Background: an optimization exercise with open tools, aiming at small area, a short achievable clock period and few clock cycles per item. Do not read the settings as production practice.
Only simulation tests tie the RTL to the original design; equivalence was not proved.

File: flow/config.mk
export PLATFORM = sky130hd
export DESIGN_NAME = rational_arithmetic_unit_core
export DESIGN_NICKNAME = rational_arithmetic_unit_core
export VERILOG_FILES = /design/flow/design.v
export SDC_FILE = /design/flow/constraint.sdc
export NUM_CORES = 4
export LEC_CHECK = 0
export CAP_MARGIN = 20
export CORE_MARGIN = 2
export CORE_UTILIZATION = 30
export SLEW_MARGIN = 20
File: flow/constraint.sdc
create_clock -name core_clock -period 12.0 [get_ports {clk}]
set_input_delay 2.4000 -clock core_clock [delete_from_list [all_inputs] [get_ports {clk}]]
set_output_delay 2.4000 -clock core_clock [all_outputs]
set_load 0.01 [all_outputs]
File: flow/design.v
package rau_pkg;
  localparam int unsigned FieldWidth  = 32;
  localparam int unsigned DenOutWidth = 31;
  localparam logic [1:0] CMD_ADD = 2'd0;
  localparam logic [1:0] CMD_SUB = 2'd1;
  localparam logic [1:0] CMD_MUL = 2'd2;
  localparam logic [1:0] CMD_DIV = 2'd3;
  localparam logic [1:0] ST_OK       = 2'd0;
  localparam logic [1:0] ST_ZERO_DEN = 2'd1;
  localparam logic [1:0] ST_DIV_ZERO = 2'd2;
  localparam logic [1:0] ST_OVERFLOW = 2'd3;
endpackage
module rau_booth (
  input  logic [2:0] bits,
  input  logic       flip,
  output logic       one,
  output logic       two,
  output logic       neg
);
  assign one = bits[1] ^ bits[0];
  assign two = (bits[2] & ~bits[1] & ~bits[0]) | (~bits[2] & bits[1] & bits[0]);
  assign neg = (bits[2] & ~(bits[1] & bits[0])) ^ flip;
endmodule
module rational_arithmetic_unit_core #(
  parameter int unsigned VALUE_WIDTH = 32
) (
  input  logic                                clk,
  input  logic                                rst_n,
  input  logic                                in_valid,
  output logic                                in_ready,
  input  logic [1:0]                          in_command,
  input  logic signed [rau_pkg::FieldWidth-1:0] in_left_num,
  input  logic signed [rau_pkg::FieldWidth-1:0] in_left_den,
  input  logic signed [rau_pkg::FieldWidth-1:0] in_right_num,
  input  logic signed [rau_pkg::FieldWidth-1:0] in_right_den,
  output logic                                out_valid,
  input  logic                                out_ready,
  output logic signed [rau_pkg::FieldWidth-1:0] out_result_num,
  output logic [rau_pkg::DenOutWidth-1:0]     out_result_den,
  output logic [1:0]                          out_status
);
  localparam logic [1:0] P_IDLE = 2'd0;
  localparam logic [1:0] P_MUL  = 2'd1;
  localparam logic [1:0] P_ABS  = 2'd2;
  localparam logic [1:0] P_GCD  = 2'd3;
  logic [1:0]  ph_r, ph_nxt;
  logic [3:0]  cnt_r, cnt_nxt;
  logic        pend_r, pend_nxt;      
  logic        ovalid_r, ovalid_nxt;
  logic [1:0]  ost_r, ost_nxt;
  logic [1:0]  cmd_r, cmd_nxt;
  logic        rds_r, rds_nxt;        
  logic        rns_r, rns_nxt;        
  logic        zden_r, zden_nxt;      
  logic        dz_r, dz_nxt;          
  logic        pu_r, pu_nxt;          
  logic        pv_r, pv_nxt;
  logic        ovx_r, ovx_nxt;       
  logic signed [35:0] uh_r, uh_nxt;
  logic [31:0]        ul_r, ul_nxt;
  logic signed [34:0] vh_r, vh_nxt;
  logic [31:0]        vl_r, vl_nxt;
  logic signed [34:0] m11_r, m11_nxt, m12_r, m12_nxt;
  logic [33:0]        m21_r, m21_nxt, m22_r, m22_nxt;
  always_ff @(posedge clk) begin
    if (!rst_n) begin
      ph_r     <= P_IDLE;
      pend_r   <= 1'b0;
      ovalid_r <= 1'b0;
    end else begin
      ph_r     <= ph_nxt;
      pend_r   <= pend_nxt;
      ovalid_r <= ovalid_nxt;
    end
  end
  always_ff @(posedge clk) begin
    cnt_r  <= cnt_nxt;
    ost_r  <= ost_nxt;
    cmd_r  <= cmd_nxt;
    rds_r  <= rds_nxt;
    rns_r  <= rns_nxt;
    zden_r <= zden_nxt;
    dz_r   <= dz_nxt;
    pu_r   <= pu_nxt;
    pv_r   <= pv_nxt;
    ovx_r  <= ovx_nxt;
    uh_r   <= uh_nxt;
    ul_r   <= ul_nxt;
    vh_r   <= vh_nxt;
    vl_r   <= vl_nxt;
    m11_r  <= m11_nxt;
    m12_r  <= m12_nxt;
    m21_r  <= m21_nxt;
    m22_r  <= m22_nxt;
  end
  logic        lns, lds;
  assign lns = m12_r[31];
  assign lds = m22_r[31];
  logic is_add, is_sub, is_mul, is_div;
  assign is_add = (cmd_r == rau_pkg::CMD_ADD);
  assign is_sub = (cmd_r == rau_pkg::CMD_SUB);
  assign is_mul = (cmd_r == rau_pkg::CMD_MUL);
  assign is_div = (cmd_r == rau_pkg::CMD_DIV);
  logic [2:0] bits_rd, bits_rn;
  assign bits_rd = {ul_r[1:0], pu_r};
  assign bits_rn = {vl_r[1:0], pv_r};
  logic       sgn_d;      
  logic       flip_a, flip_b, flip_c;
  logic [2:0] bits_a, bits_b, bits_c;
  always_comb begin
    sgn_d  = is_div ? (lds ^ rns_r) : (lds ^ rds_r);
    bits_a = is_mul ? bits_rn : bits_rd;
    flip_a = is_mul ? (lns ^ rns_r) : is_div ? (lns ^ rds_r) : sgn_d;
    bits_b = (is_add || is_sub) ? bits_rn : 3'b000;
    flip_b = sgn_d ^ is_sub;
    bits_c = is_div ? bits_rn : bits_rd;
    flip_c = sgn_d;
  end
  logic one_a, two_a, neg_a, one_b, two_b, neg_b, one_c, two_c, neg_c;
  rau_booth u_ba (.bits(bits_a), .flip(flip_a), .one(one_a), .two(two_a), .neg(neg_a));
  rau_booth u_bb (.bits(bits_b), .flip(flip_b & (is_add | is_sub)), .one(one_b), .two(two_b), .neg(neg_b));
  rau_booth u_bc (.bits(bits_c), .flip(flip_c), .one(one_c), .two(two_c), .neg(neg_c));
  logic signed [33:0] xln, xld;
  assign xln = 34'(signed'(m12_r[31:0]));
  assign xld = 34'(signed'(m22_r[31:0]));
  logic signed [33:0] pp_a, pp_b, pp_c;
  assign pp_a = ((one_a ? xln : 34'sd0) | (two_a ? (xln <<< 1) : 34'sd0)) ^ {34{neg_a}};
  assign pp_b = ((one_b ? xld : 34'sd0) | (two_b ? (xld <<< 1) : 34'sd0)) ^ {34{neg_b}};
  assign pp_c = ((one_c ? xld : 34'sd0) | (two_c ? (xld <<< 1) : 34'sd0)) ^ {34{neg_c}};
  logic signed [37:0] su;
  logic signed [36:0] sv;
  assign su = 38'(uh_r) + 38'(pp_a) + 38'(pp_b) + 38'(neg_a) + 38'(neg_b);
  assign sv = 37'(vh_r) + 37'(pp_c) + 37'(neg_c);
  logic [63:0] gu, gv;
  assign gu = {uh_r[31:0], ul_r};
  assign gv = {vh_r[31:0], vl_r};
  logic [64:0] d1, d2;       
  assign d1 = {1'b0, gv} - {1'b0, gu};
  assign d2 = {1'b0, gu} - {1'b0, gv};
  logic ge;                  
  assign ge = ~d1[64];
  logic uz, vz, ueq;
  assign uz  = (gu == 64'd0);
  assign vz  = (gv == 64'd0);
  assign ueq = (gu == gv);
  logic [64:0] uneg;
  assign uneg = -{uh_r[32:0], ul_r};
  logic signed [34:0] s1;    
  logic [33:0]        s2;    
  assign s1 = m11_r + m12_r;
  assign s2 = m21_r + m22_r;
  logic ovf_e;
  assign ovf_e = (m11_r[34:32] != 3'b000 && m11_r[34:32] != 3'b111)
              || (m12_r[34:32] != 3'b000 && m12_r[34:32] != 3'b111)
              || (m21_r[33:31] != 3'b000) || (m22_r[33:31] != 3'b000);
  logic ovf_f;
  assign ovf_f = (m11_r[34:31] != 4'b0000 && m11_r[34:31] != 4'b1111)
              || (m21_r[33:31] != 3'b000);
  logic mul_neg;    
  assign mul_neg = is_mul ? (lns ^ rns_r ^ lds ^ rds_r) : (lns ^ rds_r ^ lds ^ rns_r);
  always_comb begin
    ph_nxt     = ph_r;
    cnt_nxt    = cnt_r;
    pend_nxt   = pend_r;
    ovalid_nxt = ovalid_r & ~out_ready;
    ost_nxt    = ost_r;
    cmd_nxt    = cmd_r;
    rds_nxt    = rds_r;
    rns_nxt    = rns_r;
    zden_nxt   = zden_r;
    dz_nxt     = dz_r;
    pu_nxt     = pu_r;
    pv_nxt     = pv_r;
    ovx_nxt    = ovx_r;
    uh_nxt     = uh_r;
    ul_nxt     = ul_r;
    vh_nxt     = vh_r;
    vl_nxt     = vl_r;
    m11_nxt    = m11_r;
    m12_nxt    = m12_r;
    m21_nxt    = m21_r;
    m22_nxt    = m22_r;
    in_ready   = 1'b0;
    unique case (ph_r)
      P_IDLE: begin
        in_ready = 1'b1;
        if (pend_r) begin
          pend_nxt   = 1'b0;
          ovalid_nxt = 1'b1;
          if (zden_r || dz_r) begin
            ost_nxt = zden_r ? rau_pkg::ST_ZERO_DEN : rau_pkg::ST_DIV_ZERO;
            m11_nxt = '0;
            m21_nxt = '0;
          end else if (uz) begin
            ost_nxt = rau_pkg::ST_OK;
            m11_nxt = '0;
            m21_nxt = 34'd1;
          end else if (ovf_f || ovx_r) begin
            ost_nxt = rau_pkg::ST_OVERFLOW;
            m11_nxt = '0;
            m21_nxt = '0;
          end else begin
            ost_nxt = rau_pkg::ST_OK;
          end
        end
        cmd_nxt = in_command;
        rds_nxt = in_right_den[31];
        rns_nxt = in_right_num[31];
        uh_nxt  = '0;
        ul_nxt  = in_right_den;
        vh_nxt  = '0;
        vl_nxt  = in_right_num;
        m12_nxt = 35'(signed'(in_left_num));
        m22_nxt = 34'(signed'(in_left_den));
        pu_nxt  = 1'b0;
        pv_nxt  = 1'b0;
        ovx_nxt = 1'b0;
        cnt_nxt = '0;
        if (in_valid) begin
          ph_nxt = P_MUL;
        end
      end
      P_MUL: begin
        if (cnt_r == 4'd0) begin
          zden_nxt = (m22_r[31:0] == 32'd0) || (ul_r == 32'd0);
          dz_nxt   = is_div && (vl_r == 32'd0);
        end
        if (!(cnt_r == 4'd15 && ovalid_r)) begin
          uh_nxt  = 36'(su >>> 2);
          ul_nxt  = {su[1:0], ul_r[31:2]};
          vh_nxt  = 35'(sv >>> 2);
          vl_nxt  = {sv[1:0], vl_r[31:2]};
          pu_nxt  = ul_r[1];
          pv_nxt  = vl_r[1];
          cnt_nxt = cnt_r + 4'd1;
          if (cnt_r == 4'd15) begin
            m11_nxt = ((is_mul || is_div) && mul_neg) ? -35'sd1 : 35'sd1;
            m12_nxt = '0;
            m21_nxt = '0;
            m22_nxt = 34'd1;
            ph_nxt  = ((is_add || is_sub) && su[37]) ? P_ABS : P_GCD;
          end
        end
      end
      P_ABS: begin
        uh_nxt  = 36'(uneg[64:32]);
        ul_nxt  = uneg[31:0];
        m11_nxt = -35'sd1;
        ph_nxt  = P_GCD;
      end
      P_GCD: begin
        if (uz || vz || ovf_e) begin
          ph_nxt   = P_IDLE;
          pend_nxt = 1'b1;
          ovx_nxt  = ovf_e;
        end else begin
          if (!gu[0] && !gv[0]) begin
            if (!gu[1] && !gv[1]) begin
              uh_nxt = 36'(gu[63:34]); ul_nxt = gu[33:2];
              vh_nxt = 35'(gv[63:34]); vl_nxt = gv[33:2];
            end else begin
              uh_nxt = 36'(gu[63:33]); ul_nxt = gu[32:1];
              vh_nxt = 35'(gv[63:33]); vl_nxt = gv[32:1];
            end
          end else if (!gu[0]) begin
            if (!gu[1]) begin
              uh_nxt = 36'(gu[63:34]); ul_nxt = gu[33:2];
              m11_nxt = m11_r <<< 2; m21_nxt = m21_r << 2;
            end else begin
              uh_nxt = 36'(gu[63:33]); ul_nxt = gu[32:1];
              m11_nxt = m11_r <<< 1; m21_nxt = m21_r << 1;
            end
          end else if (!gv[0]) begin
            if (!gv[1]) begin
              vh_nxt = 35'(gv[63:34]); vl_nxt = gv[33:2];
              m12_nxt = m12_r <<< 2; m22_nxt = m22_r << 2;
            end else begin
              vh_nxt = 35'(gv[63:33]); vl_nxt = gv[32:1];
              m12_nxt = m12_r <<< 1; m22_nxt = m22_r << 1;
            end
          end else if (ge) begin
            m11_nxt = s1;
            m21_nxt = s2;
            if (!d1[1]) begin
              vh_nxt = 35'(d1[63:34]); vl_nxt = d1[33:2];
              m12_nxt = m12_r <<< 2; m22_nxt = m22_r << 2;
            end else begin
              vh_nxt = 35'(d1[63:33]); vl_nxt = d1[32:1];
              m12_nxt = m12_r <<< 1; m22_nxt = m22_r << 1;
            end
            if (ueq) begin
              ph_nxt   = P_IDLE;
              pend_nxt = 1'b1;
            end
          end else begin
            m12_nxt = s1;
            m22_nxt = s2;
            if (!d2[1]) begin
              uh_nxt = 36'(d2[63:34]); ul_nxt = d2[33:2];
              m11_nxt = m11_r <<< 2; m21_nxt = m21_r << 2;
            end else begin
              uh_nxt = 36'(d2[63:33]); ul_nxt = d2[32:1];
              m11_nxt = m11_r <<< 1; m21_nxt = m21_r << 1;
            end
          end
        end
      end
      default: ph_nxt = P_IDLE;
    endcase
  end
  assign out_valid      = ovalid_r;
  assign out_result_num = m11_r[31:0];
  assign out_result_den = m21_r[30:0];
  assign out_status     = ost_r;
endmodule
File: flow/run.sh
#!/bin/bash
# synth_recipe.tcl (not shown) runs the flow's synth.tcl, then flattens the netlist and writes it again
# the make line also repeats each setting of config.mk as NAME=value (left out here)
make -C /OpenROAD-flow-scripts/flow DESIGN_CONFIG=/design/flow/config.mk WORK_HOME=/design/flow/orfs CLKGATE_MAP_FILE= SYNTH_SCRIPT=/design/flow/synth_recipe.tcl finish
==> summary.txt <==
* First-pass GRT wire length at 262000 um
* Max Root-Sink Buffers at 3
* First drt pass iteration count at 9
* Final net count at 5411
* Crit Path Class: reg -> reg
* I/O pin total at ~200
* CTS Buf Count at between 40 and 50
* Hold_ws at just under 500 ps
* Largest family of logic cells by synthesized area: compound AO/OA/AOI/OAI gates
* Die area at ~140000 um2
* Number of global-route vias before repair at 38969
* Maxcap violations at 0
* Post-synthesis adder-cell area fraction at a little over a tenth
* CTS root buf: clkbuf_16
* DRT antenna net count at 0
* Worst-margin pin slew at approximately 1200 ps
* Largest net degree at the start of global routing at between 100 and 150
* Synth Area in XOR/XNOR at under 10%
* Outcome: complete, no violations
* Path type of the worst min-delay path: reg -> reg
* Die Y at 372 um
* Slew headroom at between 20 and 25%
* IO buf count at 200
* # H-tree levels at 2
* Area growth syn-to-layout at 10.8%
* CP endpoint kind: register
* FP Rows at 135
* Critical Path AT at roughly 7000 ps
* Clock transition at the registers of the reported paths at about 70 ps
* Cells after synthesis at just over 5000
* Via density at slightly above 6
* Seq cells post-synth at between 200 and 300
* Post-synth EDFFs at 288
* Critical path fanouts, max at 32
* # diodes at 0
* Mean post-synth cell area at 7.98 um2
* CP Data Required Time at 12370 ps
* Final min period at 6650 ps
* F_max at between 150 and 200 MHz
* Gr usage total at about a quarter
* Residual DRC at 0
* Core ar. at 135000 um2
* Post-synth net total at approximately 5500
* WL final at around 180000 um
* Worst-skew pair later-pin latency at 630 ps
* Slew Viols, Final at 0
* Clock Skew at approximately 35 ps
* Simple-gate share of the synthesized area at a little over an eighth
* TritonCTS Sinks at 292
* Post-synth cell types at 87
* Layout cells sized above 1 at a little under 6%
* Post CTS Setup Buffer Count at 0
* CTS tree: done
* Yosys warns at 1
* TNS Setup at 0 ps
* RSZ-0062 raised after global routing: no
* Startpoint Class: register
* # resized after CTS at 0
* Die W at 372 um
* Initial DRC Count at just over 6000
* Commonest non-fill, non-tap cell in the layout: a21oi_1
* Asr flop ratio synth at 0%
* Setup Viol. Count Final at 0
* Synth Flop Type: edfxtp_1
* WL per Instance at 26.5 um
* Synth Area in Compound Gates at between 20% and 30%
* Final period util at ~55%
* Total gr overflow at 0
* Most frequent cells in the layout: 490 x a21oi_1, 455 x o21ai_0, 392 x nand2_1
* Fin util at approximately a third
* Hpwl dp at between 100000 and 150000 um
* DR vias at ~42000
* Sequential fraction of the synthesis area at a little over a fifth
* Cts hold-fix bufs at 0
* Cell area after synthesis at between 40000 and 50000 um2
* GPL Wtd Cong at 1.04
* Hold Violations, Final at 0
* Initial antenna violation count at 2
* Mux cell area share after synthesis at under 10%
* Starting Density at a little under a third
## Yosys cell counts (all sizes together) (28+ instances only)
cell type	instances	area share, %
a211oi	40	0.74
a21o	140	2.6
a21oi	491	6.0
a221o	43	1.1
a221oi	53	1.1
a222oi	68	1.7
a22oi	111	2.0
a31oi	52	0.80
and2	42	0.65
buf	102	1.6
clkbuf	341	3.2
edfxtp	288	21
fa	41	2.0
ha	279	8.6
inv	263	2.4
mux2	101	2.8
mux2i	237	5.8
nand2	396	3.7
nand2b	37	0.57
nand3	63	0.79
nand4	59	0.91
nor2	310	2.9
nor2b	35	0.54
nor3	66	0.81
nor4	41	0.63
o211ai	60	1.1
o21a	32	0.59
o21ai	455	5.6
o21bai	46	0.85
o221ai	28	0.60
o22ai	59	0.91
xnor2	278	6.0
xor2	133	2.9
## cell type report
| class | instances | area (um2) |
|---|---|---|
| sequential | 292 | 8730 |
| clock inverter | 20 | 221 |
| tap | 1781 | 2230 |
| multi-input combinational | 4092 | 29200 |
| timing repair buffer | 262 | 2520 |
| inverter | 266 | 998 |
| fill | 14100 | 89900 |
| clock buffer | 55 | 1150 |
## cell families after synthesis
logic type | after synthesis
DFF | 292
buffers and inverters | 709
and+or+nand+nor | 1153
xor gates and xnor gates | 412
muxes | 338
AOI/OAI and AO/OA | 1869
adders and majority gates | 320
## critical path, stage by stage (launching register included)
cell and delay, ps:
edfxtp_1 410, clkinv_1 60, buf_4 470, o21ai_0 290
or3_1 410, nand2_1 810, a22oi_1 190, xnor2_1 220
fa_1 530, inv_1 50, ha_1 370, nor2b_1 180
o31ai_1 390, a21oi_1 160, o31a_1 320, o2111ai_1 400
or2_2 210, a32oi_1 130, a21o_1 240, a221oi_1 320
xor2_1 180, nor2_1 60
## registers in the layout (all words and copies together), names as in the netlist
name	flops
vh_r	35
ul_r	32
ovalid_r	1
rds_r	1
cmd_r	2
m22_r	34
rns_r	1
pu_r	1
m12_r	35
m11_r	35
vl_r	32
pv_r	1
dz_r	1
pend_r	1
ovx_r	1
ost_r	2
zden_r	1
cnt_r	4
uh_r	36
ph_r	2
m21_r	34
## worst paths after layout
kind	start	to	slack, ps	depth (start not counted)
setup reg to reg	vl_r[0]	uh_r[34]	5350	21
hold reg to reg	pend_r	ovalid_r	480	2
setup / recovery	vl_r[0]	uh_r[34]	5350	21
hold / removal	pend_r	ovalid_r	480	2
## layer usage
layer / up-vias / part of all wire, % / wire (um) / global-route usage, %
li1: 18678 / - / - / -
met1: 20094 / 42 / 74700 / 34.4
met2: 2575 / 43 / 76400 / 37.3
met3: 373 / 12 / 20800 / 5.49
met4: 4 / 4.2 / 7530 / 9.55
met5: - / 0.016 / 28 / 0
## metrics by stage
stage,worst slack [ps],std cells,instance area [um2]
2_1_floorplan,4900,5093,40700
3_3_place_gp,5520,6691,43600
3_5_place_dp,5450,6693,43600
4_1_cts,5450,6768,45000
5_1_grt,5000,6768,45000
6_report,5350,6768,45000
Testbench counts, summed over its fixed seeds: cycles 101,322, items 2,400.

[static timing again, ports no longer ideal]
The flow's constraints put no driver on any port. The routed layout listed below was extracted and timed again, unchanged, in two steps. Step 1 assumes that a clkbuf_16 drives the clock port and a buf_2 every other input. Step 2 adds t to the input delays and takes it off the output delays; t is the mean of the earliest and latest rising clock arrival at the registers after step 1. Input paths then give back, and output paths get back, about the clock's delay inside the block. Slacks: no drivers / after step 1 / after step 2; pairs: no drivers / after step 1.
shift t [ns]: 0.697
slack for setup (ns): 5.351 / 5.351 / 5.351
latest minus earliest clock arrival (ns): 0.034 / 0.035
worst register clock-pin slew, ns: 0.07 / 0.07
pins driven straight from the clock port: 1
After both steps this run still meets setup and hold. The setup slack of this run moves by 0.000 ns with the drivers and by 0.000 ns with both steps.
